What follows belongs to an exercise in optimizing a design on an open flow for small area, a short achievable clock period and few clock cycles; a production flow would make more cautious choices.
No activity file was given, so power comes from the tool's default toggle rates.

Design accel_top, start of the top module:
module accel_top #(
  parameter int ARRAY_N = 4
) (
  input  logic        clk,
  input  logic        arst_n,
  input  logic        psel,
  input  logic        penable,
  input  logic        pwrite,
  input  logic [11:0] paddr,
  input  logic [31:0] pwdata,
  output logic [31:0] prdata,
  output logic        pready,
  output logic        pslverr,
  output logic        interrupt,
  output logic        busy
);
  localparam int CELLS  = ARRAY_N * ARRAY_N;
  localparam int T_BITS = 58;
  logic       setup;
  logic       in_buf;
  logic       hit_ctrl, hit_status, hit_a, hit_b;
  logic       ro_bits;
  logic       dec_err;
  logic [3:0] pidx;
  logic       rd_c, rd_status, rd_ctrl, rd_other;
  assign setup      = psel && !penable;
  assign in_buf     = (paddr[1:0] == 2'b00) && (paddr[7:6] == 2'b00);
  assign hit_ctrl   = (paddr == 12'h000);
  assign hit_status = (paddr == 12'h004);
  assign hit_a      = in_buf && (paddr[11:8] == 4'h1);
  assign hit_b      = in_buf && (paddr[11:8] == 4'h2);
  assign ro_bits    = |{pwdata[31:2], pwdata[0]};
  assign pidx       = paddr[5:2];
  always_comb begin
    if (pwrite) begin
      dec_err = !(hit_ctrl || hit_status || hit_a || hit_b) || (hit_status && ro_bits) ||
                ((hit_a || hit_b) && busy);
    end else begin
      dec_err = !(hit_ctrl || hit_status || hit_a || hit_b || (in_buf && paddr[11:8] == 4'h3));
    end
  end
  assign rd_c      = psel && !penable && !pwrite && (paddr[11:8] == 4'h3) &&
                     (paddr[7:6] == 2'b00) && (paddr[1:0] == 2'b00);
  assign rd_status = setup && !pwrite && hit_status;
  assign rd_ctrl   = setup && !pwrite && hit_ctrl;
  assign rd_other  = setup && !pwrite && !rd_c;
  logic       wr_a_q, wr_b_q, wr_ctrl_q, start_q, clr_q, err_q;
  logic [3:0] idx_q;
  logic       start;
  logic       cvalid;
  logic       irq_en, irq_en_n;
  logic       done, done_n;
  logic       interrupt_q;
  assign start    = start_q && !busy;
  assign irq_en_n = wr_ctrl_q ? pwdata[1] : irq_en;
  assign done_n   = busy || (done && !clr_q);
  always_ff @(posedge clk or negedge arst_n) begin
  ...
Size in the first run: ~710 flip-flops, roughly 85 I/O pins, ~30000 µm² of cells after synthesis.
==> flow/config.mk <==
export PLATFORM = sky130hd
export DESIGN_NAME = accel_top
export DESIGN_NICKNAME = accel_top
export VERILOG_FILES = /design/flow/design.v
export SDC_FILE = /design/flow/constraint.sdc
export NUM_CORES = 4
export LEC_CHECK = 0
export CAP_MARGIN = 20
export CORE_MARGIN = 2
export CORE_UTILIZATION = 40
export CTS_BUF_LIST = sky130_fd_sc_hd__clkbuf_16
export CTS_CLUSTER_DIAMETER = 80
export CTS_CLUSTER_SIZE = 32
export PLACE_DENSITY = 0.6
export SLEW_MARGIN = 20
==> flow/constraint.sdc <==
create_clock -name core_clock -period 10.0 [get_ports {clk}]
set_input_delay 2.0000 -clock core_clock [delete_from_list [all_inputs] [get_ports {clk}]]
set_output_delay 2.0000 -clock core_clock [all_outputs]
set_load 0.01 [all_outputs]
standard.sh (not shown) runs the stock make flow with config.mk's settings and CLKGATE_MAP_FILE= SYNTH_SCRIPT=/design/flow/synth_recipe.tcl, a recipe that flattens the netlist after the stock synthesis.
==> flow/flow/run.sh <==
#!/bin/bash
# layout flow: the standard flow, with timing repair asked for 7.0 ns of setup slack so
# that it keeps improving the achieved period beyond the 10 ns clock, and with plain
# buffers (rather than delay cells) on the ports
set -euo pipefail
bash standard.sh SETUP_SLACK_MARGIN=7.0 \
  "BUFFER_PORTS_ARGS=-buffer_cell sky130_fd_sc_hd__buf_2" finish > standard.log 2>&1
Next try:
==> flow/flow/run.sh (replaced) <==
#!/bin/bash
# layout flow: the standard flow, with timing repair asked for 7.3 ns of setup slack so
# that it keeps improving the achieved period beyond the 10 ns clock, and with plain
# buffers (rather than delay cells) on the ports
set -euo pipefail
bash standard.sh SETUP_SLACK_MARGIN=7.3 \
  "BUFFER_PORTS_ARGS=-buffer_cell sky130_fd_sc_hd__buf_2" finish > standard.log 2>&1
Outcome: The changed run finished clean. Power increases slightly. Setup slack gets better by 0.041 ns. Utilization climbs by 0.74 points. Die area is unchanged. Final area increases slightly. Via count is higher slightly. Sequential share of layout area falls by 0.82 points. Clock-buffer cell count came out lower by 1.
No functional check of the RTL was part of any run of this note.

what the ideal ports hide:
Ports are ideal in the flow. The routed layouts listed here were re-timed in OpenROAD. Step 1, drivers: a clkbuf_16 drives clk and a buf_2 each remaining input, both assumed. Step 2 also shifts input and output timing later by t, the mid clock arrival at the registers, as if the neighbouring blocks saw the same clock. a / b / c = ideal / step 1 / step 2; a / b = the first two.
| run | shift t [ns] | setup slack, ns | hold WS [ns] | cell pins on the clock port's net |
|---|---|---|---|---|
| the first run | 0.681 | 6.802 / 6.740 / 6.283 | 0.408 / 0.408 / 0.408 | 1 |
| the second run | 0.690 | 6.843 / 6.781 / 6.238 | 0.386 / 0.386 / 0.386 | 1 |
After both steps setup and hold are still met in every run listed. The setup slack of the second run, which loses most, moves by -0.062 ns with the drivers and by -0.605 ns with both steps.
